This is an optimization exercise on Yosys and OpenROAD, whose aim is small area, a short achievable clock period and few clock cycles per item, not a production implementation.
At most, simulation tests tie the RTL to the original design; equivalence was not proved.
Only the layout flow was run in runs 5 and 6; the RTL was not checked for function there.

<file path="design/flow/design.v">
module sha_256_stream_core #(
  parameter int ROUNDS_PER_CYCLE = 1,
  parameter bit ENABLE_SHA224 = 1
) (
  input  logic         clk,
  input  logic         rst,
  input  logic         ena,
  input  logic [511:0] input_data,
  input  logic         input_valid,
  input  logic         input_first,
  input  logic         input_last,
  input  logic         mode_224,
  output logic         input_ready,
  output logic [255:0] output_hash,
  output logic         output_valid,
  input  logic         output_ready
);
  localparam logic [255:0] IV256 = 256'h6a09e667_bb67ae85_3c6ef372_a54ff53a_510e527f_9b05688c_1f83d9ab_5be0cd19;
  localparam logic [255:0] IV224 = 256'hc1059ed8_367cd507_3070dd17_f70e5939_ffc00b31_68581511_64f98fa7_befa4fa4;
  function automatic logic [31:0] kc(input logic [5:0] i);
    case (i)
      6'd0: kc = 32'h428a2f98;
      6'd1: kc = 32'h71374491;
      6'd2: kc = 32'hb5c0fbcf;
      6'd3: kc = 32'he9b5dba5;
      6'd4: kc = 32'h3956c25b;
      6'd5: kc = 32'h59f111f1;
      6'd6: kc = 32'h923f82a4;
      6'd7: kc = 32'hab1c5ed5;
      6'd8: kc = 32'hd807aa98;
      6'd9: kc = 32'h12835b01;
      6'd10: kc = 32'h243185be;
      6'd11: kc = 32'h550c7dc3;
      6'd12: kc = 32'h72be5d74;
      6'd13: kc = 32'h80deb1fe;
      6'd14: kc = 32'h9bdc06a7;
      6'd15: kc = 32'hc19bf174;
      6'd16: kc = 32'he49b69c1;
      6'd17: kc = 32'hefbe4786;
      6'd18: kc = 32'h0fc19dc6;
      6'd19: kc = 32'h240ca1cc;
      6'd20: kc = 32'h2de92c6f;
      6'd21: kc = 32'h4a7484aa;
      6'd22: kc = 32'h5cb0a9dc;
      6'd23: kc = 32'h76f988da;
      6'd24: kc = 32'h983e5152;
      6'd25: kc = 32'ha831c66d;
      6'd26: kc = 32'hb00327c8;
      6'd27: kc = 32'hbf597fc7;
      6'd28: kc = 32'hc6e00bf3;
      6'd29: kc = 32'hd5a79147;
      6'd30: kc = 32'h06ca6351;
      6'd31: kc = 32'h14292967;
      6'd32: kc = 32'h27b70a85;
      6'd33: kc = 32'h2e1b2138;
      6'd34: kc = 32'h4d2c6dfc;
      6'd35: kc = 32'h53380d13;
      6'd36: kc = 32'h650a7354;
      6'd37: kc = 32'h766a0abb;
      6'd38: kc = 32'h81c2c92e;
      6'd39: kc = 32'h92722c85;
      6'd40: kc = 32'ha2bfe8a1;
      6'd41: kc = 32'ha81a664b;
      6'd42: kc = 32'hc24b8b70;
      6'd43: kc = 32'hc76c51a3;
      6'd44: kc = 32'hd192e819;
      6'd45: kc = 32'hd6990624;
      6'd46: kc = 32'hf40e3585;
      6'd47: kc = 32'h106aa070;
      6'd48: kc = 32'h19a4c116;
      6'd49: kc = 32'h1e376c08;
      6'd50: kc = 32'h2748774c;
      6'd51: kc = 32'h34b0bcb5;
      6'd52: kc = 32'h391c0cb3;
      6'd53: kc = 32'h4ed8aa4a;
      6'd54: kc = 32'h5b9cca4f;
      6'd55: kc = 32'h682e6ff3;
      6'd56: kc = 32'h748f82ee;
      6'd57: kc = 32'h78a5636f;
      6'd58: kc = 32'h84c87814;
      6'd59: kc = 32'h8cc70208;
      6'd60: kc = 32'h90befffa;
      6'd61: kc = 32'ha4506ceb;
      6'd62: kc = 32'hbef9a3f7;
      6'd63: kc = 32'hc67178f2;
      default: kc = 32'h0;
    endcase
  endfunction
  function automatic logic [31:0] ivw(input logic m, input logic [2:0] i);
    case ({m, i})
      4'd0: ivw = 32'h6a09e667;
      4'd1: ivw = 32'hbb67ae85;
      4'd2: ivw = 32'h3c6ef372;
      4'd3: ivw = 32'ha54ff53a;
      4'd4: ivw = 32'h510e527f;
      4'd5: ivw = 32'h9b05688c;
      4'd6: ivw = 32'h1f83d9ab;
      4'd7: ivw = 32'h5be0cd19;
      4'd8: ivw = 32'hc1059ed8;
      4'd9: ivw = 32'h367cd507;
      4'd10: ivw = 32'h3070dd17;
      4'd11: ivw = 32'hf70e5939;
      4'd12: ivw = 32'hffc00b31;
      4'd13: ivw = 32'h68581511;
      4'd14: ivw = 32'h64f98fa7;
      4'd15: ivw = 32'hbefa4fa4;
      default: ivw = 32'h0;
    endcase
  endfunction
  function automatic logic [31:0] ror(input logic [31:0] x, input int n);
    ror = (x >> n) | (x << (32 - n));
  endfunction
  function automatic logic [31:0] addks(input logic [31:0] x, input logic [31:0] y);
    logic [31:0] gg, pp, hx, gn, pn;
    hx = x ^ y;
    for (int i = 0; i < 32; i++) gg[i] = hx[i] ? 1'b0 : x[i];
    pp = x | y;
    for (int k = 1; k < 32; k = 2 * k) begin
      for (int i = 0; i < 32; i++) begin
        gn[i] = i >= k ? gg[i] | pp[i] & gg[i - k] : gg[i];
        pn[i] = i >= k ? pp[i] & pp[i - k] : pp[i];
      end
      gg = gn;
      pp = pn;
    end
    addks = hx ^ {gg[30:0], 1'b0};
  endfunction
  function automatic logic [31:0] addsk(input logic [31:0] x, input logic [31:0] y);
    logic [31:0] gg, pp, hx, gn, pn;
    hx = x ^ y;
    gg = x & y;
    pp = x | y;
    for (int k = 1; k < 32; k = 2 * k) begin
      for (int i = 0; i < 32; i++) begin
        int j;
        j = (i / (2 * k)) * (2 * k) + k - 1;
        gn[i] = (i % (2 * k)) >= k ? gg[i] | pp[i] & gg[j] : gg[i];
        pn[i] = (i % (2 * k)) >= k ? pp[i] & pp[j] : pp[i];
      end
      gg = gn;
      pp = pn;
    end
    addsk = hx ^ {gg[30:0], 1'b0};
  endfunction
  function automatic logic [31:0] addcs(input logic [31:0] x, input logic [31:0] y);
    logic [16:0] lo;
    logic [15:0] h0, h1;
    lo = {1'b0, x[15:0]} + {1'b0, y[15:0]};
    h0 = x[31:16] + y[31:16];
    h1 = x[31:16] + y[31:16] + 16'd1;
    addcs = {lo[16] ? h1 : h0, lo[15:0]};
  endfunction
  function automatic logic [63:0] csa(input logic [31:0] x, input logic [31:0] y, input logic [31:0] z);
    logic [31:0] hx, cy;
    hx = x ^ y;
    for (int i = 0; i < 32; i++) cy[i] = hx[i] ? z[i] : x[i];
    csa = {hx ^ z, cy[30:0], 1'b0};
  endfunction
  function automatic logic [31:0] maj(input logic [31:0] x, input logic [31:0] y, input logic [31:0] z);
    maj = (x & y) | (x & z) | (y & z);
  endfunction
  logic [6:0] t;
  logic busy;           
  logic cmt;            
  logic ld;             
  logic nb;             
  logic nfirst, nmode, nlast;
  logic cfirst, clast;  
  logic mmode;          
  logic omode;          
  logic inph;           
  logic [3:0] wi;       
  logic rdy, ov;
  logic dpend;          
  logic push, ov_next;
  logic [31:0] kk;      
  logic [1:0] fk;       
  logic [31:0] a, b, c, d, e, f, g, p;    
  logic [0:15][31:0] w;                   
  logic [0:3][31:0] ha, he, han, hen;     
  assign input_ready = rdy;
  assign output_valid = ov;
  assign output_hash = {ha[0], ha[1], ha[2], ha[3], he[0], he[1], he[2], omode ? 32'h0 : he[3]};
  assign push = cmt;
  logic dset;
  assign dset = (push && ld && clast || dpend) && (!rdy || ena);
  assign ov_next = dset || ov && !(ena && output_ready);
  logic [31:0] xa, xe, suma, sume;
  logic [1:0] fkn;
  logic [7:0] ivs;
  assign fkn = t == 7'd60 ? 2'd3 : fk - 2'd1;
  always_comb begin
    xa = cfirst ? 32'h0 : ha[3];
    xe = cfirst ? 32'h0 : he[3];
    for (int j = 0; j < 8; j++) begin
      if (ivs[j]) begin
        xa = xa | ivw(j[2], {1'b0, j[1:0]});
        xe = xe | ivw(j[2], {1'b1, j[1:0]});
      end
    end
  end
  assign suma = xa + a;
  assign sume = xe + e;
  assign han = push ? {suma, ha[0], ha[1], ha[2]} : ha;
  assign hen = push ? {sume, he[0], he[1], he[2]} : he;
  logic [31:0] s0, s1, ch, mj, u_s, u_c, e_s, e_c, x_s, x_c, y_s, y_c, na, ne;
  assign s1 = ror(e, 6) ^ ror(e, 11) ^ ror(e, 25);
  assign ch = (e & f) ^ (~e & g);
  assign s0 = ror(a, 2) ^ ror(a, 13) ^ ror(a, 22);
  assign mj = maj(a, b, c);
  assign {u_s, u_c} = csa(p, ch, s1);
  assign {e_s, e_c} = csa(d, u_s, u_c);
  assign {x_s, x_c} = csa(mj, u_c, u_s);
  assign {y_s, y_c} = csa(x_c, x_s, s0);
  sha_add32 u_adde (.x(e_s), .y(e_c), .s(ne));
  sha_add32 u_adda (.x(y_s), .y(y_c), .s(na));
  logic [31:0] gop, cop, p_s, p_c;
  logic [5:0] ki;
  assign ki = t == 7'd63 ? 6'd0 : t == 7'd64 ? 6'd1 : 6'(t + 7'd2);
  assign gop = !ld ? g : nfirst ? ivw(nmode, 3'd7) : hen[3];
  assign cop = nfirst ? ivw(nmode, 3'd3) : han[3];
  assign p_s = gop ^ kk ^ w[15];
  assign p_c = {maj(gop, kk, w[15]), 1'b0};
  logic [31:0] sg0, sg1, w_s, w_c, v_s, v_c, wn, win;
  assign sg0 = ror(w[1], 7) ^ ror(w[1], 18) ^ (w[1] >> 3);
  assign sg1 = ror(w[14], 17) ^ ror(w[14], 19) ^ (w[14] >> 10);
  assign w_s = sg1 ^ w[9] ^ sg0;
  assign w_c = {maj(sg1, w[9], sg0), 1'b0};
  assign v_s = w_s ^ w_c ^ w[0];
  assign v_c = {maj(w_s, w_c, w[0]), 1'b0};
  assign win = input_data[511 - 32 * wi -: 32];
  assign wn = inph ? win : v_s + v_c;
  always_ff @(posedge clk) begin
    w <= {w[1:15], wn};
    p <= p_s + p_c;
    b <= ld ? (nfirst ? ivw(nmode, 3'd1) : han[1]) : a;
    c <= ld ? (nfirst ? ivw(nmode, 3'd2) : han[2]) : b;
    d <= ld ? cop : c;
    f <= ld ? (nfirst ? ivw(nmode, 3'd5) : hen[1]) : e;
    g <= ld ? (nfirst ? ivw(nmode, 3'd6) : hen[2]) : f;
    a <= ld ? (nfirst ? ivw(nmode, 3'd0) : han[0]) : na;
    e <= ld ? (nfirst ? ivw(nmode, 3'd4) : hen[0]) : ne;
    ha <= han;
    he <= hen;
  end
  always_ff @(posedge clk) begin
    if (rst) begin
      t <= 7'd62;
      busy <= 1'b0;
      cmt <= 1'b0;
      ld <= 1'b0;
      nb <= 1'b0;
      rdy <= 1'b0;
      ov <= 1'b0;
      dpend <= 1'b0;
      inph <= 1'b0;
    end else begin
      ov <= ov_next;
      dpend <= (push && ld && clast || dpend) && !dset;
      ld <= t == 7'd63;
      if (ena && rdy) rdy <= 1'b0;
      if (t == 7'd60) begin
        cmt <= busy && !ov_next;
        if (busy && !ov_next) rdy <= 1'b1;
      end else if (ld) begin
        cmt <= 1'b0;
      end
      if (t == 7'd61 && !cmt) begin
        busy <= 1'b0;
        t <= 7'd62;
      end else if (t == 7'd62) begin
        if (busy || (input_valid && !rdy)) begin
          t <= 7'd63;
          inph <= 1'b1;
        end
      end else if (t == 7'd63) begin
        t <= 7'd64;
        nb <= input_valid && !rdy;
      end else if (ld) begin
        busy <= nb;
        t <= nb ? 7'd0 : 7'd62;
        if (!nb) inph <= 1'b0;
      end else begin
        t <= t + 7'd1;
        if (t == 7'd13) inph <= 1'b0;
      end
    end
  end
  always_ff @(posedge clk) begin
    wi <= t == 7'd62 ? 4'd0 : wi + 4'd1;
    kk <= kc(ki);
    fk <= fkn;
    ivs <= cfirst ? 8'b1 << {mmode, fkn} : 8'b0;
    if (t == 7'd63) begin
      nfirst <= input_first;
      nmode <= mode_224;
      nlast <= input_last;
    end
    if (ld) begin
      if (push && clast) omode <= mmode;
      if (nb) begin
        cfirst <= nfirst;
        clast <= nlast;
        if (nfirst) mmode <= ENABLE_SHA224 && nmode;
      end
    end
  end
endmodule
module sha_add32 (
  input  logic [31:0] x,
  input  logic [31:0] y,
  output logic [31:0] s
);
  always_comb begin
    logic [31:0] gg, pp, hx, gn, pn;
    hx = x ^ y;
    gg = x & y;
    pp = x | y;
    for (int k = 1; k < 32; k = 2 * k) begin
      for (int i = 0; i < 32; i++) begin
        int j;
        j = (i / (2 * k)) * (2 * k) + k - 1;
        gn[i] = (i % (2 * k)) >= k ? gg[i] | pp[i] & gg[j] : gg[i];
        pn[i] = (i % (2 * k)) >= k ? pp[i] & pp[j] : pp[i];
      end
      gg = gn;
      pp = pn;
    end
    s = hx ^ {gg[30:0], 1'b0};
  end
endmodule
</file>
<file path="design/flow/flow/run.sh">
#!/bin/bash
# The standard layout (standard synthesis, floorplan, placement, CTS, routing), except that
# the input and output ports are buffered with sky130_fd_sc_hd__buf_1 instead of the delay
# buffer buffer_ports picks by default, and timing repair aims at a 5.4 ns setup margin.
set -euo pipefail
bash standard.sh "BUFFER_PORTS_ARGS=-buffer_cell sky130_fd_sc_hd__buf_1" SETUP_SLACK_MARGIN=5.4 finish > orfs_make.log 2>&1
</file>
<file path="design/flow/standard.sh">
#!/bin/bash
# synth_recipe.tcl (not shown) runs the flow's synth.tcl, then flattens the netlist and writes it again
# the make line also repeats each setting of config.mk as NAME=value (left out here)
make -C /OpenROAD-flow-scripts/flow DESIGN_CONFIG=/design/flow/config.mk WORK_HOME=/design/flow/orfs CLKGATE_MAP_FILE= SYNTH_SCRIPT=/design/flow/synth_recipe.tcl "${@:-finish}"
</file>
<file path="design/flow/config.mk">
export PLATFORM = sky130hd
export DESIGN_NAME = sha_256_stream_core
export DESIGN_NICKNAME = sha_256_stream_core
export VERILOG_FILES = /design/flow/design.v
export SDC_FILE = /design/flow/constraint.sdc
export NUM_CORES = 4
export LEC_CHECK = 0
export CAP_MARGIN = 20
export CORE_MARGIN = 2
export CORE_UTILIZATION = 55
export CTS_CLUSTER_DIAMETER = 90
export CTS_CLUSTER_SIZE = 25
export SETUP_SLACK_MARGIN = 5
export SLEW_MARGIN = 20
export SYNTH_HIERARCHICAL = 1
</file>
<file path="design/flow/constraint.sdc">
create_clock -name core_clock -period 9.5 [get_ports {clk}]
set_input_delay 1.9000 -clock core_clock [delete_from_list [all_inputs] [get_ports {clk}]]
set_output_delay 1.9000 -clock core_clock [all_outputs]
set_load 0.01 [all_outputs]
</file>
==> flow_summary_export.csv, run 1 <==
group,metric,value,unit
clocking,clk_latency,0.73,ns
sta,slew_headroom,0.241,
synthesis,yosysTopAreaCell,"dfxtp_1",
clocking,cts_buffers,53,
sta,post-route-period-util,0.480,
synthesis,synth_seq_cells,1092,
global_routing,grt_pass1_wl,344000,um
global_routing,grt_overflow,0,
sta,clock-skew-final,0.0803,ns
synthesis,ys_types,108,
placement,dp_cells,7847,
worst_setup_path,end_kind,"flop",
layout,layout_common_cells,"dfxtp_1, buf_1, nand2_1",
floorplan,pin_count,778,
placement,port_buffers,777,
route,drtAntennaViolNets,0,
layout,final_nets,7636,
layout,reg_top3,"w (512), ha (128), he (128)",
worst_setup_path,slowest_stage,"xnor2_4",
floorplan,initial_utilization,0.555,
clocking,cts_root_buffer,"clkbuf_16",
route,drcViolationCount,0,
worst_setup_path,cp.arrival,5.20,ns
layout,fillCellCount,8083,
status,outcome,"complete, no violations",
sta,period_needed,4.56,ns
floorplan,die_w,327,um
worst_setup_path,critical-path-top-delay-family,"simple AND/OR/NAND/NOR gates",
layout,area_growth_syn_to_layout,18.2,%
synthesis,yosys_warnings,8,
floorplan,fp.dieH,327,um
worst_setup_path,cp.required,10.13,ns
floorplan,row_count,118,
global_routing,antenna_found_initial,45,
route,firstDrtPassIters,7,
worst_setup_path,path_class,"reg2reg",
synthesis,synthArstFlopShare,0,
clocking,clock_sinks,1092,
synthesis,seq_area_frac_synth,0.381,
global_routing,grt_util_all_layers,0.446,
synthesis,synth_area,57500,sq um
placement,place_area,60700,sq um
sta,maxSlewViolCount,0,
synthesis,synthFlopType,"dfxtp_1",
layout,top_register,"w",
floorplan,placeableCoreArea,104000,sq um
clocking,clk_pin_slew,0.11,ns
sta,hold_ws,0.280,ns
synthesis,synth_edf_count,7,
sta,fin_tns_setup,0,ns
layout,stdcell_area,68000,sq um
clocking,htreeDepth,2,
sta,tightest_slew,1.14,ns
clocking,clock_path_buffers,3,
clocking,cts_tree,"done",
layout,fin_cells,8164,
min_path,hp-class,"reg2reg",
sta,setup_violations,0,
synthesis,synthTopCellsByArea,"dfxtp_1, xnor2_1, ha_1",
route,via_count,52381,
worst_setup_path,path_max_fanout,5,
run,max-cap-violations,0,
worst_setup_path,start_kind,"flop",
synthesis,netlist_instances,6068,
clocking,hold_buffers,0,
placement,hpwl,188000,um
layout,final_common_cell,"dfxtp_1",
synthesis,syn_avg_cell_area,9.48,sq um
sta,hold_violations,0,
route,wl_per_cell,31.3,um
layout,largest_register_ffs,512,
route,finalWirelength,256000,um
worst_setup_path,critPathBufInv,4,
synthesis,synth_top_area_frac,0.378,
global_routing,first_global_vias,48104,
layout,final_layout_size_suffix_gt1_frac,0.184,
route,drt-vias-per-instance,6.42,
floorplan,die-area,107000,sq um
global_routing,grt_max_degree,100,
worst_setup_path,path_cells,"clkinvlp_4, xnor2_4, xnor2_2, xor2_1, buf_4, or2_4, nand2_4, xnor2_4, nor2_2, o21ai_2, inv_2, ha_4, nor4_4, o2111ai_2, nand3_4, and4_4, o211ai_1, buf_4, a211o_1, o311a_1, a22o_1",
placement,gp_congestion,1.06,
route,drt-initial-drc-count,7983,
sta,rsz0062_at_grt,"true",
worst_setup_path,cpPeakStageDelay,0.39,ns
sta,max_freq,219,MHz
layer usage:
metal / up-vias / wire length, um / GRT usage
li1: 22299 / - / -
met1: 25418 / 100000 / 0.614
met2: 3882 / 101000 / 0.618
met3: 772 / 36600 / 0.157
met4: 10 / 17000 / 0.218
met5: - / 375 / 0
kinds of logic (layout without fill, tap and decap cells):
kind of cell / Yosys count / after routing / share of synthesized area
DFF: 1092 / 1092 / 0.381
AOI/OAI and AO/OA: 1472 / 1473 / 0.169
buffers and inverters: 905 / 1588 / 0.0662
and+or+nand+nor: 1184 / 1186 / 0.0933
muxes: 397 / 397 / 0.0952
xor gates and xnor gates: 592 / 593 / 0.0908
other: 1 / 30 / 0.0000652
adders and majority gates: 425 / 425 / 0.104
Yosys cell counts (27+ instances only):
cell / instances
buf_1: 35
a221oi_1: 38
a31oi_1: 52
mux2_2: 222
nand2_1: 482
xor2_1: 178
a21o_1: 65
buf_4: 97
fa_1: 106
ha_1: 270
mux2i_1: 76
o21ai_0: 402
o22a_1: 56
a21oi_1: 313
xnor2_1: 411
o21bai_1: 27
nor2b_1: 39
buf_2: 37
or2_2: 31
a22o_1: 40
inv_1: 475
nand3_1: 82
o211ai_1: 216
maj3_1: 49
dfxtp_1: 1085
and3_1: 27
a211oi_1: 42
nor2_1: 326
clkbuf_1: 260
nor3_1: 57
mux4_2: 97
path summary, 6_finish.rpt:
kind / start / end / cells past startpoint / slack [ns]
max: e[30] / a[22] / 21 / 4.94
min: w[439] / w[471] / 0 / 0.28
max reg2reg: e[30] / a[22] / 21 / 4.94
min reg2reg: w[439] / w[471] / 0 / 0.28
through the flow:
| stage | worst slack (ns) | utilization |
|---|---|---|
| floorplan | 5.40 | - |
| global placement | 3.54 | 0.585 |
| detailed placement | 3.40 | 0.585 |
| CTS | 5.23 | 0.630 |
| global route | 4.88 | 0.656 |
| finish | 4.94 | 0.656 |
repair_timing:
| item | in CTS | in global routing |
|---|---|---|
| endpoints found under the setup margin | 168 | 102 |
| gates resized for setup | 430 | 345 |
| buffers inserted | 100 | 97 |
| gates cloned | 15 | 6 |
| pin swaps | 99 | 145 |
modules after synthesis, one instance, submodules excluded:
module	cell area, sq um	copies in the design
sha_add32	2070	2
sha_256_stream_core	53400	1
layout make-up:
type	instances	area (sq um)	share of cell area
multi-input cells	4076	34900	0.514
flip-flops and latches	1092	22200	0.326
repair buffers	1040	5690	0.0837
inverters	476	1820	0.0268
well taps	1380	1730	0.0254
clock buffers	58	1360	0.0199
clock inverters	13	238	0.00350
diodes	28	70.1	0.00103
repair inverters	1	5.00	0.0000736
Testbench counts, summed over its fixed seeds: cycles 39,942, blocks 614.
==> inputs of run 2 (changes only) <==
==> design/flow/run.sh (new file) <==
#!/bin/bash
# synth_recipe.tcl (not shown) runs the flow's synth.tcl, then flattens the netlist and writes it again
# the make line also repeats each setting of config.mk as NAME=value (left out here)
make -C /OpenROAD-flow-scripts/flow DESIGN_CONFIG=/design/flow/config.mk WORK_HOME=/design/flow/orfs CLKGATE_MAP_FILE= SYNTH_SCRIPT=/design/flow/synth_recipe.tcl finish
removed: design/flow/flow/run.sh
removed: design/flow/standard.sh
==> run 2 against run 1 <==
Against the previous run:
- utilization is 1.7 points higher
- synthesized cell count is the same
- routed wire length decreased by 1.9%
- sequential share of layout area is 0.90 points lower
- still clean
- design area is 2.6% higher
- via count decreased by 1.6%
- largest cell class unchanged
- sequential cell count unchanged
- die area stayed put
==> flow_summary_export.csv, run 2 <==
group,metric,value,unit
global_routing,grt_max_degree,154,
clocking,clk_latency,0.73,ns
layout,reg_top3,"w (512), ha (128), he (128)",
synthesis,synth_seq_cells,1092,
sta,setup_violations,0,
route,via_count,51567,
layout,top_register,"w",
clocking,clk_pin_slew,0.10,ns
sta,hold_ws,0.303,ns
worst_setup_path,cp.required,10.13,ns
placement,post-place-ws,4.02,ns
layout,regArea,22100,sq um
layout,area_growth_syn_to_layout,21.2,%
floorplan,die-area,107000,sq um
floorplan,die_w,327,um
route,drtAntennaViolNets,0,
clocking,cts_buffers,53,
worst_setup_path,path_class,"reg2reg",
sta,hold_violations,0,
worst_setup_path,crit_end,"a[29]",
synthesis,netlist_instances,6068,
sta,maxSlewViolCount,0,
synthesis,yosys_warnings,8,
placement,gp_congestion,1.03,
synthesis,synth_top_area_frac,0.378,
synthesis,seq_area_frac_synth,0.381,
clocking,cts_root_buffer,"clkbuf_16",
layout,final_nets,7509,
worst_setup_path,critical_path.startpoint,"e[30]",
route,drt-initial-drc-count,8108,
sta,slew_headroom,0.172,
global_routing,first_global_vias,48414,
global_routing,antenna_found_initial,43,
worst_setup_path,critPathBufInv,4,
synthesis,ys_types,108,
clocking,clock_path_buffers,3,
global_routing,grt_overflow,0,
global_routing,grt_pass1_wl,343000,um
floorplan,row_count,118,
worst_setup_path,start_kind,"flop",
sta,fin_tns_setup,0,ns
worst_setup_path,ff2ff_path_depth,21,
floorplan,initial_utilization,0.555,
floorplan,pin_count,778,
synthesis,yosysTopAreaCell,"dfxtp_1",
layout,largest_register_ffs,512,
sta,fin_ws,4.92,ns
worst_setup_path,ff2ff_setup_slack,4.92,ns
layout,multi_input_area,33200,sq um
route,firstDrtPassIters,8,
status,outcome,"complete, no violations",
layout,final_common_cell,"dfxtp_1",
sta,period_needed,4.58,ns
layout,layout_common_cells,"dfxtp_1, clkdlybuf4s50_1, nand2_1",
route,finalWirelength,251000,um
placement,hpwl,193000,um
sta,rsz0062_at_grt,"true",
worst_setup_path,slowest_stage,"dfxtp_4",
global_routing,grt_util_all_layers,0.442,
worst_setup_path,end_kind,"flop",
placement,port_buffers,777,
sta,clock-skew-final,0.0676,ns
worst_setup_path,r2r_start,"e[30]",
clocking,htreeDepth,2,
min_path,hp-class,"reg2reg",
synthesis,synthTopCellsByCount,"dfxtp_1, nand2_1, inv_1, xnor2_1, o21ai_0",
worst_setup_path,cp.arrival,5.21,ns
sta,post-route-period-util,0.482,
worst_setup_path,worst-path-stages,21,
clocking,clock_sinks,1092,
worst_setup_path,crit_top_cell,"buf_4",
synthesis,synthFlopType,"dfxtp_1",
floorplan,placeableCoreArea,104000,sq um
route,drcViolationCount,0,
floorplan,fp.dieH,327,um
layout,fillCellCount,7770,
run,max-cap-violations,0,
layout,final_layout_size_suffix_gt1_frac,0.132,
route,drt-vias-per-instance,6.42,
synthesis,synthTopCellsByArea,"dfxtp_1, xnor2_1, ha_1",
worst_setup_path,reg2reg_to,"a[29]",
worst_setup_path,path_cells,"clkinvlp_4, buf_4, xnor2_4, buf_4, a21oi_1, or2_2, nand2_2, xnor2_2, nor2_1, o21ai_1, inv_1, ha_2, nor4_4, o2111ai_2, nand3_2, and4_4, o211ai_4, o211a_1, a311oi_2, o21ai_0, a31oi_1",
worst_setup_path,path_max_fanout,8,
sta,max_freq,218,MHz
worst_setup_path,critical-path-top-delay-family,"compound AO/OA/AOI/OAI gates",
clocking,cts_tree,"done",
synthesis,synth_area,57500,sq um
route,wl_per_cell,31.2,um
synthesis,synth_edf_count,7,
synthesis,synthArstFlopShare,0,
worst_setup_path,cpPeakStageDelay,0.40,ns
synthesis,synth.most_common_cell,"dfxtp_1",
sta,tightest_slew,1.23,ns
synthesis,syn_avg_cell_area,9.48,sq um
[run 2: cell types whose count changed in the layout (fill, tap and decap cells not counted), sizes merged]
cell,change
xor2,-1
bufbuf,-10
o211ai,-1
clkinvlp,-1
clkinv,-4
inv,+6
clkdlybuf4s50,+777
diode,-7
buf,-892
bufinv,-1
[run 2: what timing repair did]
| action | 4_1_cts | 5_1_grt |
|---|---|---|
| hold buffers | 0 | 0 |
| endpoints found under the hold margin | 0 | 0 |
| setup buffers | 21 | 58 |
| gates resized for setup | 148 | 231 |
| setup endpoints to repair | 127 | 102 |
| pin swaps | 12 | 58 |
| cloned | 2 | 6 |
[run 2: cells by family (layout without fill, tap and decap cells)]
kind of cell             after synthesis  count (layout)  synth area share
AND/OR/NAND/NOR                     1184            1186            0.0933
adder cells (fa/ha/maj)              425             425             0.104
XOR/XNOR                             592             592            0.0908
AO/OA/AOI/OAI                       1472            1472             0.169
flip-flops                          1092            1092             0.381
multiplexers                         397             397            0.0952
buffers and inverters                905            1463            0.0662
other                                  1              23         0.0000652
[run 2: area by class of cell]
cell class,count,area share
diodes,21,0.000754
repair inverters,1,0.0000718
flip-flops and latches,1092,0.317
clock inverters,13,0.00291
inverters,476,0.0260
clock buffers,58,0.0193
repair buffers,915,0.133
multi-input cells,4074,0.476
well taps,1380,0.0248
[run 2: per-module statistics from Yosys (local to each module, per instance)]
module | cells inside | area [sq um] | flip-flops and latches
sha_add32 | 287 | 2070 | 0
sha_256_stream_core | 5494 | 53400 | 1092
[run 2: how the worst min path moves through the flow]
stage,start,end,slack [ns],depth (start not counted)
6_report,w[407],w[439],0.30,0
5_1_grt,w[380],w[412],0.31,0
4_1_cts,w[407],w[439],0.30,0
3_5_place_dp,w[89],w[121],0.31,0
3_3_place_gp,w[298],w[330],0.31,0
2_1_floorplan,w[68],w[100],0.31,0
[run 2: metal layers]
metal  track usage  wire, um
met5       0.00222       169
met4         0.196     14600
met3         0.138     34600
met2         0.633    103000
met1         0.610     98700
[run 2: metrics by stage]
stage	instances	util	area, sq um
2_1_floorplan	6069	-	57500
3_3_place_gp	7851	0.632	65500
3_5_place_dp	7851	0.632	65500
4_1_cts	7945	0.656	68000
5_1_grt	8021	0.672	69700
6_report	8030	0.673	69700
==> inputs of run 3 (changes only) <==
--- a/design/flow/config.mk
+++ b/design/flow/config.mk
@@ -11,4 +11,5 @@
 export CTS_CLUSTER_DIAMETER = 90
 export CTS_CLUSTER_SIZE = 25
+export GPL_ROUTABILITY_DRIVEN = 0
 export SETUP_SLACK_MARGIN = 5
 export SLEW_MARGIN = 20
==> run 3 against run 2 <==
Against the previous run:
- hold slack better by 0.0040 ns
- design area is 0.50% lower
- global-route usage decreased by 3.4 points
- first-iteration DRC count decreased by 8.2%
- critical path depth decreased by 7
- via count down 2.8%
- clock skew shrank 0.0082 ns
- register-to-register slack worse by 0.06 ns
- final cell count down 0.25%
- clock-buffer cell count is the same
- largest cell class unchanged
==> flow_summary_export.csv, run 3 <==
group,metric,value,unit
status,outcome,"complete, no violations",
placement,hpwl,178000,um
layout,area_growth_syn_to_layout,20.6,%
route,finalWirelength,230000,um
worst_setup_path,end_kind,"flop",
synthesis,synthArstFlopShare,0,
synthesis,synth_top_area_frac,0.378,
sta,post-route-period-util,0.489,
layout,final_common_cell,"dfxtp_1",
global_routing,antenna_found_initial,35,
worst_setup_path,ff2ff_setup_slack,4.85,ns
min_path,hp-class,"reg2reg",
worst_setup_path,start_kind,"flop",
sta,setup_violations,0,
synthesis,netlist_instances,6068,
global_routing,grt_pass1_wl,317000,um
layout,largest_register_ffs,512,
global_routing,grt_use_met2,0.567,
clocking,clk_latency,0.73,ns
floorplan,fp.dieH,327,um
route,firstDrtPassIters,11,
global_routing,grt_overflow,0,
floorplan,placeableCoreArea,104000,sq um
placement,port_buffers,777,
synthesis,synth_area,57500,sq um
synthesis,syn_avg_cell_area,9.48,sq um
worst_setup_path,cp.arrival,5.24,ns
route,via_count,50104,
clocking,cts_root_buffer,"clkbuf_16",
run,max-cap-violations,0,
layout,stdcell_area,69400,sq um
layout,final_nets,7494,
global_routing,grt_max_degree,97,
floorplan,die-area,107000,sq um
floorplan,row_count,118,
sta,tightest_slew,1.18,ns
sta,hold_violations,0,
global_routing,grt_use_met3,0.157,
floorplan,die_w,327,um
sta,max_freq,215,MHz
clocking,clock_sinks,1092,
clocking,clk_pin_slew,0.11,ns
synthesis,ys_types,108,
min_path,min_path_cells,0,
global_routing,first_global_vias,45689,
placement,place_area,65500,sq um
clocking,cts_tree,"done",
synthesis,synthTopCellsByCount,"dfxtp_1, nand2_1, inv_1, xnor2_1, o21ai_0",
floorplan,pin_count,778,
clocking,clock_path_buffers,3,
route,drt-initial-drc-count,7446,
synthesis,synth.most_common_cell,"dfxtp_1",
worst_setup_path,cpPeakStageDelay,0.51,ns
synthesis,yosysTopAreaCell,"dfxtp_1",
sta,period_needed,4.65,ns
worst_setup_path,cp.required,10.09,ns
synthesis,synth_seq_cells,1092,
clocking,hold_buffers,0,
layout,top_register,"w",
clocking,cts_buffers,54,
route,wl_per_cell,28.7,um
synthesis,yosys_warnings,8,
sta,maxSlewViolCount,0,
synthesis,seq_area_frac_synth,0.381,
sta,clock-skew-final,0.0594,ns
route,drcViolationCount,0,
layout,multi_input_area,33100,sq um
worst_setup_path,slowest_stage,"dfxtp_2",
layout,fillCellCount,8463,
sta,slew_headroom,0.213,
floorplan,initial_utilization,0.555,
worst_setup_path,path_cells,"nor3_2, buf_4, nand2_1, nor2_1, o21ai_0, ha_1, a21o_1, a311o_1, o211ai_1, a31oi_1, o41ai_2, nor3_1, o41ai_2, a31oi_1",
global_routing,grt_util_all_layers,0.408,
synthesis,synthFlopType,"dfxtp_1",
worst_setup_path,ff2ff_path_depth,14,
layout,reg_top3,"w (512), ha (128), he (128)",
global_routing,use_met1,0.567,
sta,rsz0062_at_grt,"true",
layout,final_layout_size_suffix_gt1_frac,0.127,
layout,layout_common_cells,"dfxtp_1, clkdlybuf4s50_1, nand2_1",
global_routing,top_usage_layer,"met2",
worst_setup_path,path_max_fanout,12,
worst_setup_path,path_class,"reg2reg",
route,drt-vias-per-instance,6.26,
layout,final_util,0.669,
synthesis,synth_edf_count,7,
route,drtAntennaViolNets,0,
layout,regArea,22100,sq um
clocking,htreeDepth,2,
sta,fin_tns_setup,0,ns
synthesis,synthTopCellsByArea,"dfxtp_1, xnor2_1, ha_1",
## run 3: timing repair
action / CTS / global route
buffers inserted: 8 / 57
pin swaps: 3 / 52
cloned: 3 / 6
setup endpoints to repair: 90 / 92
resized for setup: 125 / 217
## run 3: stage by stage
| step | hold WS, ns | setup WS [ns] | cells |
|---|---|---|---|
| 5_1_grt | 0.311 | 4.88 | 8001 |
| 3_5_place_dp | 0.312 | 4.22 | 7847 |
| 6_report | 0.307 | 4.85 | 8010 |
| 4_1_cts | 0.305 | 4.89 | 7930 |
| 3_3_place_gp | 0.309 | 4.33 | 7847 |
| 2_1_floorplan | 0.310 | 5.01 | 6069 |
## run 3: routing by layer
| layer | up-vias | share of wire |
|---|---|---|
| met5 | - | 0.0011 |
| met4 | 14 | 0.048 |
| met3 | 576 | 0.15 |
| met2 | 3441 | 0.40 |
| met1 | 24079 | 0.41 |
| li1 | 21994 | - |
## run 3: final timing paths
check / startpoint / to
worst min-delay path: w[375] / w[407]
worst min register to register: w[375] / w[407]
worst max-delay path: ivs[6] / e[30]
worst max register to register: ivs[6] / e[30]
## run 3: layout make-up
| class | instances | share of cell area |
|---|---|---|
| multi-input cells | 4075 | 0.478 |
| clock buffers | 58 | 0.0200 |
| inverters | 476 | 0.0261 |
| diodes | 16 | 0.000577 |
| well taps | 1380 | 0.0249 |
| repair buffers | 898 | 0.129 |
| clock inverters | 14 | 0.00346 |
| repair inverters | 1 | 0.0000722 |
| flip-flops and latches | 1092 | 0.318 |
## run 3: critical path: cells and delay by family, from the launching register on
kind / cells / cell delay [ns]
flip-flops: 1 / 0.51
AND/OR/NAND/NOR: 4 / 1.02
buffers and inverters: 1 / 0.25
AO/OA/AOI/OAI: 8 / 2.45
adder cells (fa/ha/maj): 1 / 0.26
## run 3: per-module statistics from Yosys, one instance, submodules excluded
module | cells | flops+latches | copies in the design | area [sq um]
sha_add32 | 287 | 0 | 2 | 2070
sha_256_stream_core | 5494 | 1092 | 1 | 53400
## run 3: cells by family (layout without fill, tap and decap cells)
logic type | Yosys count | in the layout | share of synthesized area
buffers and inverters | 905 | 1447 | 0.0662
other | 1 | 18 | 0.0000652
and+or+nand+nor | 1184 | 1186 | 0.0933
AOI/OAI and AO/OA | 1472 | 1473 | 0.169
adders and majority gates | 425 | 425 | 0.104
xor gates and xnor gates | 592 | 592 | 0.0908
DFF | 1092 | 1092 | 0.381
muxes | 397 | 397 | 0.0952
==> inputs of run 4 (changes only) <==
--- a/design/flow/config.mk
+++ b/design/flow/config.mk
@@ -9,7 +9,4 @@
 export CORE_MARGIN = 2
 export CORE_UTILIZATION = 55
-export CTS_CLUSTER_DIAMETER = 90
-export CTS_CLUSTER_SIZE = 25
-export GPL_ROUTABILITY_DRIVEN = 0
 export SETUP_SLACK_MARGIN = 5
 export SLEW_MARGIN = 20
==> run 4 against run 3 <==
Against the previous run:
- still clean on timing, DRC and antenna
- first-iteration DRC count is 12% higher
- design area is 3.3% higher
- synthesized area stayed put
- register-to-register slack worse by 0.07 ns
- via count is 5.9% higher
- utilization is 2.2 points higher
- critical endpoint is now e[29]
- highest routed layer unchanged
==> flow_summary_export.csv, run 4 <==
group,metric,value,unit
placement,dp_cells,7851,
floorplan,initial_utilization,0.555,
sta,hold_violations,0,
sta,maxSlewViolCount,0,
clocking,clock_sinks,1092,
layout,layout_common_cells,"dfxtp_1, clkdlybuf4s50_1, nand2_1",
layout,fillCellCount,7380,
sta,hold_ws,0.267,ns
worst_setup_path,reg2reg_to,"e[29]",
global_routing,grt_max_degree,154,
layout,area_growth_syn_to_layout,24.6,%
layout,final_common_cell,"dfxtp_1",
min_path,min_delay_worst_endpoint,"w[412]",
synthesis,synth_top_area_frac,0.378,
route,wl_per_cell,32.0,um
layout,final_layout_size_suffix_gt1_frac,0.143,
sta,post-route-period-util,0.497,
floorplan,row_count,118,
clocking,clock_path_buffers,3,
clocking,cts_buffers,106,
synthesis,synthFlopType,"dfxtp_1",
global_routing,first_global_vias,49553,
route,firstDrtPassIters,9,
sta,period_needed,4.72,ns
min_path,hp-class,"reg2reg",
route,finalWirelength,260000,um
layout,final_util,0.691,
layout,final_nets,7555,
synthesis,synth.most_common_cell,"dfxtp_1",
layout,fin_cells,8146,
synthesis,synthArstFlopShare,0,
clocking,htreeDepth,3,
placement,port_buffers,777,
synthesis,netlist_instances,6068,
route,via_count,53049,
global_routing,antenna_found_initial,40,
layout,stdcell_area,71600,sq um
global_routing,grt_pass1_wl,351000,um
placement,hpwl,193000,um
layout,top_register,"w",
synthesis,ys_types,108,
run,max-cap-violations,0,
min_path,min_path_cells,0,
sta,max_freq,212,MHz
worst_setup_path,cp.arrival,5.35,ns
route,drt-vias-per-instance,6.51,
sta,clock-skew-final,0.0716,ns
synthesis,yosys_warnings,8,
clocking,clk_latency,0.77,ns
worst_setup_path,cp.required,10.14,ns
layout,multi_input_area,33100,sq um
synthesis,syn_avg_cell_area,9.48,sq um
floorplan,pin_count,778,
worst_setup_path,path_class,"reg2reg",
worst_setup_path,ff2ff_path_depth,13,
route,drtAntennaViolNets,0,
layout,reg_top3,"w (512), ha (128), he (128)",
sta,fin_tns_setup,0,ns
min_path,holdCritStartpoint,"w[380]",
clocking,cts_tree,"done",
synthesis,synth_edf_count,7,
synthesis,synth_seq_cells,1092,
synthesis,yosysTopAreaCell,"dfxtp_1",
worst_setup_path,path_max_fanout,8,
clocking,cts_root_buffer,"clkbuf_16",
worst_setup_path,end_kind,"flop",
route,drcViolationCount,0,
floorplan,die_w,327,um
floorplan,die-area,107000,sq um
placement,place_area,65500,sq um
global_routing,grt_overflow,0,
synthesis,seq_area_frac_synth,0.381,
synthesis,synthTopCellsByCount,"dfxtp_1, nand2_1, inv_1, xnor2_1, o21ai_0",
status,outcome,"complete, no violations",
worst_setup_path,start_kind,"flop",
floorplan,fp.dieH,327,um
sta,slew_headroom,0.199,
global_routing,grt_util_all_layers,0.453,
synthesis,synth_area,57500,sq um
layout,regArea,22100,sq um
route,drt-initial-drc-count,8307,
worst_setup_path,r2r_start,"ivs[0]",
clocking,clk_pin_slew,0.07,ns
sta,setup_violations,0,
floorplan,placeableCoreArea,104000,sq um
sta,tightest_slew,1.19,ns
synthesis,synthTopCellsByArea,"dfxtp_1, xnor2_1, ha_1",
sta,rsz0062_at_grt,"true",
placement,gp_congestion,1.03,
layout,largest_register_ffs,512,
worst_setup_path,ff2ff_setup_slack,4.78,ns
## run 4: changes by cell type in the layout (fill, tap and decap cells not counted), sizes merged
cell and delta:
clkinv +19, bufinv +10, clkbuf +80, nand2b -1
buf +7, nand2 +1, inv +4, clkinvlp +11
diode +5
## run 4: timing repair
action	CTS	global route
hold buffers	0	0
gates cloned	3	6
gates resized for setup	145	203
pin swaps	12	38
setup buffers	20	51
setup endpoints to repair	126	99
## run 4: layout make-up
| type | count | area share |
|---|---|---|
| tap | 1380 | 0.0241 |
| antenna | 21 | 0.000733 |
| timing repair buffer | 907 | 0.127 |
| inverter | 476 | 0.0253 |
| clock buffer | 136 | 0.0410 |
| sequential | 1092 | 0.308 |
| clock inverter | 58 | 0.0110 |
| timing repair inverter | 1 | 0.0000699 |
| multi-input combinational | 4075 | 0.462 |
## run 4: worst max-delay path: stages, from the launching register on
cell,delay [ns]
dfxtp_1,0.40
buf_4,0.25
nor3_4,0.57
o21ai_0,0.27
ha_1,0.36
a211oi_1,0.32
o21ai_0,0.26
o21ai_1,0.28
a31oi_1,0.25
o2111ai_1,0.57
a21oi_2,0.22
a31oi_1,0.27
mux2_2,0.38
a31oi_1,0.20
## run 4: per-layer routing
metal | wire [um] | GRT usage | up-vias | part of all wire
met2 | 106000 | 0.652 | 4410 | 0.41
met1 | 100000 | 0.617 | 25368 | 0.38
met4 | 17500 | 0.210 | 20 | 0.067
met3 | 36400 | 0.146 | 1068 | 0.14
li1 | - | - | 22183 | -
met5 | 194 | 0 | - | 0.00074
## run 4: how the worst max path moves through the flow
stage | endpoint | cells after the start | slack (ns) | startpoint
floorplan | p[21] | 21 | 5.01 | cmt
global placement | p[21] | 19 | 4.15 | cmt
detailed placement | p[21] | 19 | 4.02 | cmt
CTS | p[21] | 19 | 4.87 | cmt
global route | a[26] | 21 | 4.77 | e[30]
finish | e[29] | 13 | 4.78 | ivs[0]
## run 4: through the flow
step	setup WS [ns]
finish	4.78
detailed placement	4.02
floorplan	5.01
CTS	4.87
global placement	4.15
global route	4.77
## run 4: logic make-up after synthesis
| family | count (synthesis) | share of synthesized area |
|---|---|---|
| adder cells (fa/ha/maj) | 425 | 0.104 |
| flip-flops | 1092 | 0.381 |
| XOR/XNOR | 592 | 0.0908 |
| buffers and inverters | 905 | 0.0662 |
| AND/OR/NAND/NOR | 1184 | 0.0933 |
| other | 1 | 0.0000652 |
| AO/OA/AOI/OAI | 1472 | 0.169 |
| multiplexers | 397 | 0.0952 |
## run 4: modules after synthesis, one instance, submodules excluded
| module | flops+latches | area [sq um] | cells | copies in the design |
|---|---|---|---|---|
| sha_256_stream_core | 1092 | 53400 | 5494 | 1 |
| sha_add32 | 0 | 2070 | 287 | 2 |
==> inputs of run 5 (changes only) <==
--- a/design/flow/design.v
+++ b/design/flow/design.v
@@ -187,17 +187,6 @@
   assign ov_next = dset || ov && !(ena && output_ready);
   logic [31:0] xa, xe, suma, sume;
-  logic [1:0] fkn;
-  logic [7:0] ivs;
-  assign fkn = t == 7'd60 ? 2'd3 : fk - 2'd1;
-  always_comb begin
-    xa = cfirst ? 32'h0 : ha[3];
-    xe = cfirst ? 32'h0 : he[3];
-    for (int j = 0; j < 8; j++) begin
-      if (ivs[j]) begin
-        xa = xa | ivw(j[2], {1'b0, j[1:0]});
-        xe = xe | ivw(j[2], {1'b1, j[1:0]});
-      end
-    end
-  end
+  assign xa = cfirst ? ivw(mmode, {1'b0, fk}) : ha[3];
+  assign xe = cfirst ? ivw(mmode, {1'b1, fk}) : he[3];
   assign suma = xa + a;
   assign sume = xe + e;
@@ -290,6 +279,5 @@
     wi <= t == 7'd62 ? 4'd0 : wi + 4'd1;
     kk <= kc(ki);
-    fk <= fkn;
-    ivs <= cfirst ? 8'b1 << {mmode, fkn} : 8'b0;
+    fk <= t == 7'd60 ? 2'd3 : fk - 2'd1;
     if (t == 7'd63) begin
       nfirst <= input_first;
--- a/design/flow/config.mk
+++ b/design/flow/config.mk
@@ -8,5 +8,5 @@
 export CAP_MARGIN = 20
 export CORE_MARGIN = 2
-export CORE_UTILIZATION = 55
+export CORE_UTILIZATION = 40
 export SETUP_SLACK_MARGIN = 5
 export SLEW_MARGIN = 20
==> run 5 against run 4 <==
Against the previous run:
- via count shrank 6.9%
- highest routed layer unchanged
- final cell count is 5.9% higher
- utilization down 18 points
- synthesized area barely moved
- first-iteration DRC count fell by 30%
- die area increased by 37%
- hold slack better by 0.0014 ns
- routed wire length decreased by 0.77%
==> flow_summary_export.csv, run 5 <==
group,metric,value,unit
sta,post-route-period-util,0.476,
min_path,hp-class,"reg2reg",
route,drt-vias-per-instance,5.73,
layout,stdcell_area,72800,sq um
sta,max_freq,221,MHz
sta,slew_headroom,0.228,
route,wl_per_cell,30.0,um
placement,port_buffers,777,
synthesis,synth_area,57500,sq um
layout,largest_register_ffs,512,
synthesis,synthTopCellsByCount,"dfxtp_1, inv_1, nand2_1, xnor2_1, nor2_1",
clocking,cts_root_buffer,"clkbuf_16",
sta,fin_tns_setup,0,ns
clocking,clock_sinks,1084,
worst_setup_path,worst-path-stages,16,
route,finalWirelength,258000,um
synthesis,seq_area_frac_synth,0.379,
worst_setup_path,ff2ff_setup_slack,4.98,ns
sta,hold_violations,0,
worst_setup_path,slowest_stage,"edfxtp_1",
sta,rsz0062_at_grt,"true",
sta,clock-skew-final,0.0778,ns
layout,final_layout_size_suffix_gt1_frac,0.154,
global_routing,grt_max_degree,157,
clocking,clk_latency,0.79,ns
sta,hold_ws,0.269,ns
synthesis,synth_seq_cells,1084,
synthesis,synthTopCellsByArea,"dfxtp_1, xnor2_1, ha_1",
floorplan,row_count,139,
layout,layout_common_cells,"dfxtp_1, clkdlybuf4s50_1, inv_1",
clocking,cts_tree,"done",
worst_setup_path,path_cells,"buf_6, nand2_4, and2_4, nor2_2, a31oi_1, ha_2, nand2_2, nor3_2, a2111oi_4, o31a_1, o41ai_4, buf_4, a31oi_1, xnor2_1, mux2_2, o221a_2",
synthesis,syn_avg_cell_area,9.55,sq um
placement,gp_congestion,0.997,
layout,top_register,"w",
global_routing,first_global_vias,46129,
worst_setup_path,start_kind,"flop",
clocking,htreeDepth,3,
clocking,clk_pin_slew,0.06,ns
floorplan,initial_utilization,0.402,
worst_setup_path,critical_path.startpoint,"mmode",
route,drt-initial-drc-count,5856,
worst_setup_path,path_max_fanout,28,
layout,final_nets,7515,
layout,fillCellCount,13075,
synthesis,yosys_warnings,8,
synthesis,ys_types,99,
route,drcViolationCount,0,
worst_setup_path,cp.arrival,5.18,ns
global_routing,grt_pass1_wl,352000,um
synthesis,synth.most_common_cell,"dfxtp_1",
global_routing,antenna_found_initial,48,
clocking,clock_path_buffers,3,
route,firstDrtPassIters,8,
placement,hpwl,202000,um
sta,period_needed,4.52,ns
floorplan,fp.dieH,383,um
status,outcome,"complete, no violations",
worst_setup_path,crit_top_cell,"a31oi_1",
synthesis,synth_edf_count,7,
worst_setup_path,r2r_start,"mmode",
layout,final_common_cell,"dfxtp_1",
min_path,min_path_cells,0,
floorplan,pin_count,778,
sta,maxSlewViolCount,0,
global_routing,grt_overflow,0,
clocking,hold_buffers,0,
synthesis,synthFlopType,"dfxtp_1",
global_routing,grt_util_all_layers,0.336,
synthesis,synthArstFlopShare,0,
placement,place_area,66100,sq um
worst_setup_path,ff2ff_path_depth,16,
route,via_count,49385,
route,drtAntennaViolNets,0,
worst_setup_path,cp.required,10.16,ns
synthesis,synth_top_area_frac,0.375,
worst_setup_path,critPathBufInv,2,
floorplan,die_w,383,um
sta,fin_ws,4.98,ns
layout,multi_input_area,33500,sq um
layout,area_growth_syn_to_layout,26.6,%
worst_setup_path,critical-path-top-delay-family,"compound AO/OA/AOI/OAI gates",
sta,tightest_slew,1.16,ns
placement,post-place-ws,3.83,ns
floorplan,die-area,147000,sq um
worst_setup_path,cpPeakStageDelay,0.55,ns
floorplan,placeableCoreArea,143000,sq um
run,max-cap-violations,0,
layout,reg_top3,"w (512), ha (128), he (128)",
worst_setup_path,end_kind,"flop",
clocking,cts_buffers,111,
synthesis,yosysTopAreaCell,"dfxtp_1",
worst_setup_path,crit_end,"e[27]",
worst_setup_path,path_class,"reg2reg",
sta,setup_violations,0,
synthesis,netlist_instances,6022,
layout,regArea,21900,sq um
worst_setup_path,reg2reg_to,"e[27]",
-- run 5: stage by stage --
stage               instances   util
CTS                      8566  0.498
global placement         8323  0.462
detailed placement       8323  0.462
finish                   8626  0.508
global route             8621  0.508
floorplan                6023      -
-- run 5: worst min path at each step --
stage,startpoint,endpoint,slack (ns)
3_3_place_gp,w[148],w[180],0.31
5_1_grt,w[84],w[116],0.27
3_5_place_dp,w[78],w[110],0.31
6_report,w[84],w[116],0.27
4_1_cts,w[84],w[116],0.26
2_1_floorplan,w[68],w[100],0.31
-- run 5: final cells by class --
class                   count  area share
multi-input cells        4047       0.460
flip-flops and latches   1084       0.301
repair buffers            908       0.125
clock buffers             145      0.0425
well taps                1903      0.0327
inverters                 464      0.0243
clock inverters            67      0.0139
diodes                      8    0.000275
-- run 5: kinds of logic after synthesis --
family | after synthesis | share of synthesized area
DFF | 1084 | 0.379
other | 1 | 0.0000652
muxes | 416 | 0.104
xor gates and xnor gates | 591 | 0.0900
and+or+nand+nor | 1185 | 0.0932
AOI/OAI and AO/OA | 1414 | 0.162
adders and majority gates | 435 | 0.106
buffers and inverters | 896 | 0.0661
-- run 5: repair_timing --
action | 4_1_cts | 5_1_grt
setup endpoints to repair | 157 | 99
setup buffers | 25 | 47
gates cloned | 6 | 4
gates resized for setup | 159 | 215
pin swaps | 17 | 57
-- run 5: metal layers --
metal,up-vias,wire (um),global-route usage
li1,22033,-,-
met1,24405,117000,0.495
met2,2529,105000,0.468
met3,380,29400,0.108
met4,38,6980,0.0838
met5,-,382,0.00794
-- run 5: worst register-to-register path, cell delays in order (launching register included) --
cell and delay, ns:
edfxtp_1 0.55, buf_6 0.30, nand2_4 0.20, and2_4 0.24, nor2_2 0.34, a31oi_1 0.20, ha_2 0.37, nand2_2 0.14
nor3_2 0.08, a2111oi_4 0.40, o31a_1 0.37, o41ai_4 0.12, buf_4 0.18, a31oi_1 0.27, xnor2_1 0.16, mux2_2 0.30
o221a_2 0.22
-- run 5: per-module statistics from Yosys, one instance, submodules excluded --
module / cell area [sq um] / cells inside / flip-flops and latches / times used
sha_256_stream_core: 53300 / 5448 / 1084 / 1
sha_add32: 2070 / 287 / 0 / 2
==> inputs of run 6 (changes only) <==
--- a/design/flow/design.v
+++ b/design/flow/design.v
@@ -202,6 +202,6 @@
   assign {x_s, x_c} = csa(mj, u_c, u_s);
   assign {y_s, y_c} = csa(x_c, x_s, s0);
-  sha_add32 u_adde (.x(e_s), .y(e_c), .s(ne));
-  sha_add32 u_adda (.x(y_s), .y(y_c), .s(na));
+  assign ne = addsk(e_s, e_c);
+  assign na = addsk(y_s, y_c);
   logic [31:0] gop, cop, p_s, p_c;
   logic [5:0] ki;
@@ -295,25 +295,2 @@
   end
 endmodule
-module sha_add32 (
-  input  logic [31:0] x,
-  input  logic [31:0] y,
-  output logic [31:0] s
-);
-  always_comb begin
-    logic [31:0] gg, pp, hx, gn, pn;
-    hx = x ^ y;
-    gg = x & y;
-    pp = x | y;
-    for (int k = 1; k < 32; k = 2 * k) begin
-      for (int i = 0; i < 32; i++) begin
-        int j;
-        j = (i / (2 * k)) * (2 * k) + k - 1;
-        gn[i] = (i % (2 * k)) >= k ? gg[i] | pp[i] & gg[j] : gg[i];
-        pn[i] = (i % (2 * k)) >= k ? pp[i] & pp[j] : pp[i];
-      end
-      gg = gn;
-      pp = pn;
-    end
-    s = hx ^ {gg[30:0], 1'b0};
-  end
-endmodule
--- a/design/flow/config.mk
+++ b/design/flow/config.mk
@@ -11,3 +11,2 @@
 export SETUP_SLACK_MARGIN = 5
 export SLEW_MARGIN = 20
-export SYNTH_HIERARCHICAL = 1
==> run 6 against run 5 <==
Against the previous run:
- highest routed layer unchanged
- largest cell class unchanged
- sequential cell count unchanged
- clock skew decreased by 0.016 ns
- register-to-register slack worse by 0.05 ns
- still clean on timing, DRC and antenna
==> flow_summary_export.csv, run 6 <==
group,metric,value,unit
min_path,min_path_cells,0,
synthesis,synthTopCellsByArea,"dfxtp_1, xnor2_1, ha_1",
worst_setup_path,ff2ff_path_depth,20,
sta,max_freq,219,MHz
global_routing,antenna_found_initial,41,
worst_setup_path,path_max_fanout,3,
route,drt-initial-drc-count,6024,
floorplan,initial_utilization,0.401,
layout,area_growth_syn_to_layout,30.3,%
floorplan,placeableCoreArea,141000,sq um
worst_setup_path,cp.required,10.15,ns
placement,hpwl,195000,um
synthesis,synthFlopType,"dfxtp_1",
route,drtAntennaViolNets,0,
floorplan,die_w,380,um
route,finalWirelength,254000,um
route,wl_per_cell,29.6,um
synthesis,synth.most_common_cell,"dfxtp_1",
floorplan,pin_count,778,
clocking,cts_tree,"done",
layout,final_common_cell,"dfxtp_1",
clocking,cts_root_buffer,"clkbuf_16",
sta,fin_tns_setup,0,ns
min_path,holdCritStartpoint,"w[130]",
layout,final_nets,7477,
layout,layout_common_cells,"dfxtp_1, clkdlybuf4s50_1, inv_1",
worst_setup_path,ff2ff_setup_slack,4.93,ns
global_routing,grt_pass1_wl,346000,um
worst_setup_path,end_kind,"flop",
route,firstDrtPassIters,6,
sta,setup_violations,0,
sta,slew_headroom,0.238,
synthesis,synth_seq_cells,1084,
sta,post-route-period-util,0.482,
synthesis,synth_area,56600,sq um
global_routing,first_global_vias,45318,
route,drcViolationCount,0,
synthesis,yosys_warnings,1,
synthesis,synthArstFlopShare,0,
global_routing,grt_util_all_layers,0.333,
layout,largest_register_ffs,512,
clocking,htreeDepth,3,
min_path,hp-class,"reg2reg",
synthesis,synth_top_area_frac,0.381,
sta,maxSlewViolCount,0,
placement,gp_congestion,0.978,
worst_setup_path,start_kind,"flop",
sta,hold_violations,0,
route,drt-vias-per-instance,5.70,
clocking,clock_path_buffers,3,
worst_setup_path,critical_path.startpoint,"e[30]",
worst_setup_path,cp.arrival,5.23,ns
synthesis,netlist_instances,5883,
layout,top_register,"w",
route,via_count,48911,
clocking,clk_pin_slew,0.06,ns
placement,place_area,65400,sq um
sta,period_needed,4.57,ns
layout,final_layout_size_suffix_gt1_frac,0.184,
global_routing,grt_max_degree,176,
sta,tightest_slew,1.14,ns
synthesis,yosysTopAreaCell,"dfxtp_1",
clocking,clk_latency,0.77,ns
synthesis,ys_types,98,
floorplan,fp.dieH,380,um
placement,port_buffers,777,
layout,stdcell_area,73800,sq um
synthesis,syn_avg_cell_area,9.63,sq um
worst_setup_path,path_class,"reg2reg",
synthesis,seq_area_frac_synth,0.384,
clocking,cts_buffers,107,
synthesis,synth_edf_count,7,
worst_setup_path,r2r_start,"e[30]",
worst_setup_path,reg2reg_to,"a[30]",
synthesis,synthTopCellsByCount,"dfxtp_1, inv_1, xnor2_1, nor2_1, o21ai_0",
run,max-cap-violations,0,
layout,reg_top3,"w (512), ha (128), he (128)",
sta,clock-skew-final,0.0620,ns
floorplan,row_count,138,
global_routing,grt_overflow,0,
floorplan,die-area,145000,sq um
status,outcome,"complete, no violations",
sta,rsz0062_at_grt,"true",
min_path,min_delay_worst_endpoint,"w[162]",
clocking,clock_sinks,1084,
[run 6: changes by cell type in the layout (fill, tap and decap cells not counted), moves of 19 or more]
cell      previous run  this run
o21ai_0            334       311
o211ai_1           138       212
mux4_2             120        96
inv_1              450       478
mux2i_1             54        91
nor2_1             359       312
a31oi_1             56        35
a21oi_1            300       259
xnor2_1            330       351
dfxtp_1           1028      1001
buf_4              104       179
nand2_1            423       303
ha_1               258       239
xor2_1             183       164
[run 6: repair_timing]
item / CTS / global route
pin swaps: 70 / 148
buffers inserted: 87 / 81
gates resized for setup: 331 / 310
gates cloned: 10 / 2
endpoints found under the setup margin: 204 / 87
hold buffers: 0 / 0
[run 6: area by class of cell]
cell class / count / area, sq um
Antenna cell: 14 / 35.0
Clock buffer: 150 / 3100
Clock inverter: 51 / 714
Fill cell: 12807 / 67300
Inverter: 502 / 1930
Multi-Input combinational cell: 3873 / 33400
Sequential cell: 1084 / 22000
Tap cell: 1890 / 2360
Timing Repair Buffer: 1012 / 10200
[run 6: worst max-delay path, cell delays in order, from the launching register on]
cell and delay (ns):
dfxtp_4 0.38, clkinvlp_4 0.22, xnor2_4 0.39, maj3_2 0.33, nor2_4 0.06, o21ai_2 0.15
xor2_1 0.28, xor2_2 0.23, ha_2 0.24, inv_1 0.08, a221oi_4 0.35, a311oi_4 0.08
a211o_1 0.37, nand4_1 0.15, buf_6 0.13, a31oi_4 0.12, a21o_1 0.25, a211oi_2 0.25
o21bai_1 0.12, xnor2_1 0.17, a2bb2oi_2 0.07
[run 6: worst max-delay path by stage]
| stage | to | slack [ns] | cells past startpoint |
|---|---|---|---|
| global route | a[28] | 4.81 | 25 |
| floorplan | p[30] | 4.92 | 21 |
| global placement | e[31] | 3.00 | 17 |
| detailed placement | a[30] | 3.25 | 20 |
| finish | a[30] | 4.93 | 20 |
| CTS | a[30] | 4.94 | 24 |
[run 6: cells by family (layout without fill, tap and decap cells)]
kind of cell               after synthesis  after routing  synth area share
AOI/OAI and AO/OA                     1381           1381             0.160
DFF                                   1084           1084             0.384
and+or+nand+nor                       1000           1002            0.0788
buffers and inverters                  928           1715            0.0682
xor gates and xnor gates               606            606            0.0945
muxes                                  445            445             0.105
adders and majority gates              439            439             0.108
other                                    0             14                 0
[run 6: stage by stage]
| step | setup slack, ns | instances | util | hold WS [ns] |
|---|---|---|---|---|
| 2_1_floorplan | 4.92 | 5883 | - | 0.310 |
| 3_3_place_gp | 3.00 | 8180 | 0.463 | 0.310 |
| 3_5_place_dp | 3.25 | 8181 | 0.463 | 0.312 |
| 4_1_cts | 4.94 | 8479 | 0.508 | 0.314 |
| 5_1_grt | 4.81 | 8564 | 0.523 | 0.314 |
| 6_report | 4.93 | 8576 | 0.523 | 0.307 |
[run 6: layer usage]
layer | share of wire | track usage
met3 | 0.10 | 0.0836
met1 | 0.47 | 0.511
met5 | 0.00067 | 0
met4 | 0.023 | 0.0736
met2 | 0.41 | 0.463

port drivers added, routing unchanged:
How much do the figures lean on ideal ports? The routed layouts below were timed once more, with nothing changed but the port constraints.
Step 1 sets driving cells, clkbuf_16 on the clock port and buf_2 on the other inputs (assumed; they add their load-dependent delay and slew).
Step 2, shift: input delay + t, output delay - t, t = (earliest + latest rising clock arrival at the registers) / 2. This alone moves slack from input paths to output paths.
Slacks: no drivers / after step 1 / after step 2; pairs: no drivers / after step 1.
run	t (ns)	setup slack, ns	worst hold slack (ns)	pins driven straight from the clock port
run 1	0.774	4.938 / 4.938 / 4.938	0.280 / 0.280 / 0.280	1
run 2	0.781	4.919 / 4.870 / 4.793	0.303 / 0.303 / 0.303	1
run 3	0.790	4.855 / 4.855 / 4.779	0.307 / 0.307 / 0.307	1
run 4	0.822	4.783 / 4.783 / 4.783	0.267 / 0.267 / 0.267	1
run 5	0.834	4.980 / 4.980 / 4.948	0.269 / 0.269 / 0.269	1
run 6	0.836	4.925 / 4.925 / 4.860	0.307 / 0.307 / 0.307	1
After both steps every run listed still meets setup and hold. The setup slack of run 2, which loses most, moves by -0.049 ns with the drivers and by -0.126 ns with both steps.
